Source: an optimization exercise on an open RTL-to-GDS flow (aim: small area and a short achievable clock period). Production flows keep margins and buffers that such runs may drop. RTL that was checked went through simulation tests only; none was proved equivalent to the original. No activity file was given, so power comes from the tool's default toggle rates.

==> flow/design.v <==
package ga_pkg;
    typedef enum logic [3:0] {
        IDLE, INIT_GEN, EVAL_REQ, EVAL_WAIT, GEN_END,
        SEL_A, SEL_B, XOVER, MUTATE, DONE
    } ga_state_t;
    localparam logic [31:0] LFSR_TAPS = 32'h8020_0003;
    function automatic logic [63:0] fit_min(input int unsigned w);
        fit_min = 64'd1 << (w - 1);
    endfunction
endpackage
import ga_pkg::*;
module ga_lfsr32
(
    input  logic        clk,
    input  logic        reset_n,
    input  logic        load,
    input  logic        en,
    input  logic [31:0] seed,
    output logic [31:0] q
);
    always_ff @(posedge clk) begin
        if (load)
            q <= (seed == '0) ? 32'h1 : seed;
        else
            q <= {1'b0, q[31:1]} ^ (q[0] ? LFSR_TAPS : '0);
    end
endmodule
import ga_pkg::*;
module ga_engine
#(
    parameter int unsigned CHROM_W    = 32,
    parameter int unsigned FIT_W      = 27,
    parameter int unsigned POP_SIZE   = 16,
    parameter int unsigned MAX_GEN    = 100,
    parameter int unsigned MUT_THRESH = 8,
    localparam int unsigned GEN_W     = (MAX_GEN > 0) ? $clog2(MAX_GEN + 1) : 1
) (
    input  logic               clk,
    input  logic               reset_n,
    input  logic [31:0]        seed,
    input  logic               start,
    output logic               busy,
    output logic               done,
    output logic [GEN_W-1:0]   generation,
    output logic [CHROM_W-1:0] best,
    output logic [FIT_W-1:0]   best_fit,
    output logic               fit_req_valid,
    input  logic               fit_req_ready,
    output logic [CHROM_W-1:0] fit_req_chrom,
    input  logic               fit_rsp_valid,
    input  logic [FIT_W-1:0]   fit_rsp_fit
);
    localparam int unsigned IDX_W = $clog2(POP_SIZE);
    localparam int unsigned NN    = POP_SIZE - 1;      
    localparam logic [FIT_W-1:0] FIT_MIN = {1'b1, {(FIT_W-1){1'b0}}};
    function automatic logic [31:0] lfsr_step(input logic [31:0] x);
        lfsr_step = {1'b0, x[31:1]} ^ (x[0] ? LFSR_TAPS : '0);
    endfunction
    function automatic logic [1:0] cmp_s(input logic [FIT_W-1:0] a, input logic [FIT_W-1:0] b);
        logic [31:0] g, e;
        g = '0;
        e = '1;
        for (int i = 0; i < FIT_W; i++) begin
            g[i] = (i == FIT_W - 1) ? (!a[i] && b[i]) : (a[i] && !b[i]);
            e[i] = !(a[i] ^ b[i]);
        end
        for (int w = 16; w >= 1; w = w / 2) begin
            for (int k = 0; k < w; k++) begin
                g[k] = g[2*k+1] || (e[2*k+1] && g[2*k]);
                e[k] = e[2*k+1] && e[2*k];
            end
        end
        cmp_s = {g[0], e[0]};
    endfunction
    logic s_idle, s_init, s_req, s_wait, s_gend, s_sela, s_selb, s_xov, s_mut, s_done;
    logic [31:0]        rng;
    logic               init_gen;
    logic [IDX_W-1:0]   idx;
    logic [CHROM_W-1:0] cand, pa;
    logic [IDX_W-1:0]   ridx;
    logic [4:0]         xp_r;
    logic               start_ok;
    logic [GEN_W-1:0]   gen_next;
    logic               last_gen;
    assign start_ok      = start && (s_idle || s_done);
    assign gen_next      = init_gen ? generation : generation + 1'b1;
    assign last_gen      = (gen_next == GEN_W'(MAX_GEN));
    assign fit_req_chrom = cand;
    ga_lfsr32 u_lfsr (
        .clk     (clk),
        .reset_n (reset_n),
        .load    (start_ok),
        .en      (busy),
        .seed    (seed),
        .q       (rng)
    );
    logic [1:0]         bgt;
    assign bgt = cmp_s(fit_rsp_fit, best_fit);
    always_ff @(posedge clk or negedge reset_n) begin
        if (!reset_n) begin
            best     <= '0;
            best_fit <= '0;
        end else begin
            if (start_ok) begin
                best     <= '0;
                best_fit <= FIT_MIN;
            end else if (s_wait && fit_rsp_valid && bgt[1]) begin
                best     <= cand;
                best_fit <= fit_rsp_fit;
            end
        end
    end
    logic [CHROM_W-1:0] n_chrom [POP_SIZE];
    logic [FIT_W-1:0]   n_fit   [POP_SIZE];
    logic [CHROM_W-1:0] c_chrom [POP_SIZE];
    logic [FIT_W-1:0]   c_fit   [POP_SIZE];
    logic               rsp_take;
    logic [IDX_W-1:0]   trk_k, elite_k;       
    logic               trk_f, elite_f;       
    logic [CHROM_W-1:0] rd_chrom;
    logic [FIT_W-1:0]   f_rd1, f_rd2;
    assign rsp_take = s_wait && fit_rsp_valid;
    always_ff @(posedge clk) begin
        if (start_ok) begin
            trk_f <= 1'b1;
        end else if (s_gend) begin
            trk_k <= '0;
        end else if (rsp_take && bgt[1]) begin
            trk_k <= idx;
            trk_f <= 1'b0;
        end
        if (s_gend) begin
            elite_k <= trk_k;
            elite_f <= trk_f;
        end
    end
    always_ff @(posedge clk) begin
        for (int j = 1; j < NN; j++) begin
            if (rsp_take && idx == IDX_W'(j)) begin
                n_chrom[j] <= cand;
                n_fit[j]   <= fit_rsp_fit;
            end
        end
        if (s_gend) begin
            for (int j = 1; j < NN; j++) begin
                c_chrom[j] <= n_chrom[j];
                c_fit[j]   <= n_fit[j];
            end
        end
        if (rsp_take && idx == IDX_W'(0)) begin
            c_chrom[0] <= cand;
            c_fit[0]   <= fit_rsp_fit;
        end else if (last_wait && !init_gen) begin
            c_chrom[0] <= elite_f ? '0 : rd_chrom;
            c_fit[0]   <= f_rd1;
        end
        if (rsp_take && idx == IDX_W'(NN)) begin
            c_chrom[NN] <= cand;
            c_fit[NN]   <= fit_rsp_fit;
        end
    end
    logic [IDX_W-1:0]   r1, r2, winner;
    logic [1:0]         tc;
    logic [31:0]        rng_n1;
    logic               last_wait, last_ev;
    assign rng_n1    = lfsr_step(rng);
    assign last_wait = s_wait && (idx == IDX_W'(NN));
    assign last_ev   = (s_req || s_wait) && (idx == IDX_W'(NN));
    always_ff @(posedge clk) begin
        r1 <= last_ev ? elite_k : rng_n1[IDX_W-1:0];
        r2 <= rng_n1[16 +: IDX_W];
    end
    assign f_rd1  = c_fit[r1];
    assign f_rd2  = c_fit[r2];
    assign tc     = cmp_s(f_rd2, f_rd1);
    assign winner = tc[1] ? r2 : r1;
    assign rd_chrom = c_chrom[ridx];
    always_ff @(posedge clk) begin
        ridx <= (s_sela || s_selb) ? winner : elite_k;
        pa   <= rd_chrom;
    end
    logic [31:0] rng_n2;
    logic [7:0]  xs_r;
    logic [5:0]  xt;
    assign rng_n2 = lfsr_step(lfsr_step(rng));
    assign xt     = 6'(xs_r[7:5]) + 6'(xs_r[4:0]);
    always_ff @(posedge clk) begin
        xs_r <= 8'(rng_n2[12:8]) + 8'(rng_n2[17:13]) + 8'(rng_n2[22:18]) +
                8'(rng_n2[27:23]) + 8'(rng_n2[31:28]);
        xp_r <= (xt >= 6'd31) ? 5'(xt - 6'd30) : 5'(xt + 6'd1);
    end
    logic [CHROM_W-1:0] xmask, child, mutated;
    logic [4:0]         mpos;
    assign mpos = rng[12:8];
    always_comb begin
        xmask   = {CHROM_W{1'b1}} << xp_r;
        child   = (pa & xmask) | (rd_chrom & ~xmask);
        mutated = cand;
        if (rng[7:0] < 8'(MUT_THRESH))
            mutated = cand ^ ({{(CHROM_W-1){1'b0}}, 1'b1} << mpos);
    end
    always_ff @(posedge clk or negedge reset_n) begin
        if (!reset_n) begin
            s_idle <= 1'b1; s_init <= 1'b0; s_req  <= 1'b0; s_wait <= 1'b0; s_gend <= 1'b0;
            s_sela <= 1'b0; s_selb <= 1'b0; s_xov  <= 1'b0; s_mut  <= 1'b0; s_done <= 1'b0;
            busy          <= 1'b0;
            done          <= 1'b0;
            generation    <= '0;
            fit_req_valid <= 1'b0;
            init_gen      <= 1'b0;
            idx           <= '0;
            cand          <= '0;
        end else begin
            s_init <= 1'b0; s_gend <= 1'b0; s_sela <= 1'b0; s_selb <= 1'b0;
            s_xov  <= 1'b0; s_mut  <= 1'b0;
            if ((s_idle || s_done) && start) begin
                s_idle     <= 1'b0;
                s_done     <= 1'b0;
                s_init     <= 1'b1;
                busy       <= 1'b1;
                done       <= 1'b0;
                generation <= '0;
                idx        <= '0;
                init_gen   <= 1'b1;
            end
            if (s_init) begin
                cand          <= rng[CHROM_W-1:0];
                fit_req_valid <= 1'b1;
                s_req         <= 1'b1;
            end
            if (s_req && fit_req_ready) begin
                fit_req_valid <= 1'b0;
                s_req         <= 1'b0;
                s_wait        <= 1'b1;
            end
            if (s_wait && fit_rsp_valid) begin
                s_wait <= 1'b0;
                if (idx == IDX_W'(POP_SIZE - 1)) begin
                    s_gend <= 1'b1;
                end else begin
                    idx    <= idx + 1'b1;
                    s_init <= init_gen;
                    s_sela <= !init_gen;
                end
            end
            if (s_gend) begin
                init_gen   <= 1'b0;
                generation <= gen_next;
                if (last_gen) begin
                    s_done <= 1'b1;
                    busy   <= 1'b0;
                    done   <= 1'b1;
                end else begin
                    idx    <= IDX_W'(1);
                    s_sela <= 1'b1;
                end
            end
            if (s_sela) s_selb <= 1'b1;
            if (s_selb) s_xov  <= 1'b1;
            if (s_xov) begin
                cand  <= child;
                s_mut <= 1'b1;
            end
            if (s_mut) begin
                cand          <= mutated;
                fit_req_valid <= 1'b1;
                s_req         <= 1'b1;
            end
        end
    end
endmodule
Settings: LEC_CHECK=0, ABC_AREA=1, CAP_MARGIN=20, CORE_MARGIN=2, CORE_UTILIZATION=45, SLEW_MARGIN=20; clock period 14.0 ns.
standard.sh (not shown) runs the stock make flow with config.mk's settings and CLKGATE_MAP_FILE= SYNTH_SCRIPT=/design/flow/synth_recipe.tcl, a recipe that flattens the netlist after the stock synthesis.
==> flow/flow/run.sh <==
#!/bin/bash
# Standard ORFS layout (the standard.sh, unchanged synthesis), with the timing repair
# asked to leave a larger setup margin so the design is optimised below the 14 ns constraint,
# and clock tree synthesis with larger sink clusters and no dummy loads.
set -euo pipefail
MARGIN=$(cat flow/margin.txt)
bash standard.sh SETUP_SLACK_MARGIN=$MARGIN \
  "CTS_ARGS=-sink_clustering_enable -repair_clock_nets -dont_use_dummy_load -sink_clustering_size 24 -sink_clustering_max_diameter 100" \
  finish > flow_make.log 2>&1
==> flow/flow/margin.txt <==
9.6
Edit:
--- a/flow/design.v
+++ b/flow/design.v
@@ -119,7 +119,10 @@
     logic               trk_f, elite_f;       
     logic [CHROM_W-1:0] rd_chrom;
     logic [FIT_W-1:0]   f_rd1, f_rd2;
+    logic               c14_load, elite_14;
     assign rsp_take = s_wait && fit_rsp_valid;
+    assign c14_load = (s_xov || s_init) && (idx == IDX_W'(NN));
+    assign elite_14 = !init_gen && (elite_k == IDX_W'(NN - 1));
     always_ff @(posedge clk) begin
         if (start_ok) begin
             trk_f <= 1'b1;
@@ -137,21 +140,28 @@
     always_ff @(posedge clk) begin
         for (int j = 1; j < NN; j++) begin
             if (rsp_take && idx == IDX_W'(j)) begin
-                n_chrom[j] <= cand;
+                if (j != NN - 1)
+                    n_chrom[j] <= cand;
                 n_fit[j]   <= fit_rsp_fit;
             end
         end
         if (s_gend) begin
             for (int j = 1; j < NN; j++) begin
-                c_chrom[j] <= n_chrom[j];
+                if (j != NN - 1)
+                    c_chrom[j] <= n_chrom[j];
                 c_fit[j]   <= n_fit[j];
             end
         end
+        if (c14_load)
+            c_chrom[NN-1] <= cand;
         if (rsp_take && idx == IDX_W'(0)) begin
             c_chrom[0] <= cand;
             c_fit[0]   <= fit_rsp_fit;
+        end else if (c14_load && elite_14) begin
+            c_chrom[0] <= c_chrom[NN-1];
         end else if (last_wait && !init_gen) begin
-            c_chrom[0] <= elite_f ? '0 : rd_chrom;
+            if (!elite_14)
+                c_chrom[0] <= elite_f ? '0 : rd_chrom;
             c_fit[0]   <= f_rd1;
         end
         if (rsp_take && idx == IDX_W'(NN)) begin
@@ -189,15 +199,28 @@
                 8'(rng_n2[27:23]) + 8'(rng_n2[31:28]);
         xp_r <= (xt >= 6'd31) ? 5'(xt - 6'd30) : 5'(xt + 6'd1);
     end
-    logic [CHROM_W-1:0] xmask, child, mutated;
+    logic [CHROM_W-1:0] xmask, child;
     logic [4:0]         mpos;
     assign mpos = rng[12:8];
     always_comb begin
         xmask   = {CHROM_W{1'b1}} << xp_r;
         child   = (pa & xmask) | (rd_chrom & ~xmask);
-        mutated = cand;
-        if (rng[7:0] < 8'(MUT_THRESH))
-            mutated = cand ^ ({{(CHROM_W-1){1'b0}}, 1'b1} << mpos);
+    end
+    logic mut_on;
+    assign mut_on = s_mut && (rng[7:0] < 8'(MUT_THRESH));
+    always_ff @(posedge clk or negedge reset_n) begin
+        if (!reset_n) begin
+            cand <= '0;
+        end else begin
+            for (int i = 0; i < CHROM_W; i++) begin
+                if (s_init)
+                    cand[i] <= rng[i];
+                else if (s_xov)
+                    cand[i] <= child[i];
+                else if (mut_on && mpos == 5'(i))
+                    cand[i] <= !cand[i];
+            end
+        end
     end
     always_ff @(posedge clk or negedge reset_n) begin
         if (!reset_n) begin
@@ -209,7 +232,6 @@
             fit_req_valid <= 1'b0;
             init_gen      <= 1'b0;
             idx           <= '0;
-            cand          <= '0;
         end else begin
             s_init <= 1'b0; s_gend <= 1'b0; s_sela <= 1'b0; s_selb <= 1'b0;
             s_xov  <= 1'b0; s_mut  <= 1'b0;
@@ -224,7 +246,6 @@
                 init_gen   <= 1'b1;
             end
             if (s_init) begin
-                cand          <= rng[CHROM_W-1:0];
                 fit_req_valid <= 1'b1;
                 s_req         <= 1'b1;
             end
@@ -258,11 +279,9 @@
             if (s_sela) s_selb <= 1'b1;
             if (s_selb) s_xov  <= 1'b1;
             if (s_xov) begin
-                cand  <= child;
                 s_mut <= 1'b1;
             end
             if (s_mut) begin
-                cand          <= mutated;
                 fit_req_valid <= 1'b1;
                 s_req         <= 1'b1;
             end
After rerunning: The changed run finished with timing, DRC and antenna clean. Utilization shrinks by 0.30 points. Total power went down by 0.54%. Non-clock buffer count went down by 31. Cell area goes down by 2.1%. Routed wire length climbs by about 2.5%. Die area went down by 1.6%. Clock skew goes down by 19 ps. Count of clock-buffer cells in the layout decreases by 2. Area after synthesis falls by 1.7%. Sequential cell count falls by 32. First-iteration DRC count decreases by about 5%. Sequential power barely changes. Cell count shrinks by about 2.5%. Worst setup slack improves by 67 ps.
Function not checked in the first run of this note: the RTL went through the layout flow alone.

-- static timing again, ports no longer ideal --
The results above use ideal ports. As a check the final layouts listed here were re-extracted and re-timed, cells and wires unchanged. Step 1: set_driving_cell puts a clkbuf_16 on clk and a buf_2 on each other input, an assumption about the parent block. Step 2 also shifts input and output timing later by t, the mid clock arrival at the registers, as if the neighbouring blocks saw the same clock. a / b / c = ideal / step 1 / step 2; a / b = the first two.
run | t (ns) | setup WS [ns] | slew at the worst register clock pin (ns) | worst slew at a driven data input, ns | cell pins on the clock port's net
the first run | 0.777 | 9.493 / 9.507 / 8.730 | 0.11 / 0.11 | 0.11 | 1
the second run | 0.809 | 9.560 / 9.519 / 8.710 | 0.10 / 0.10 | 0.18 | 1
After both steps setup and hold are still met in every run listed. For the second run, which loses most, drivers alone change the setup slack by -0.041 ns; drivers and shift together by -0.850 ns.
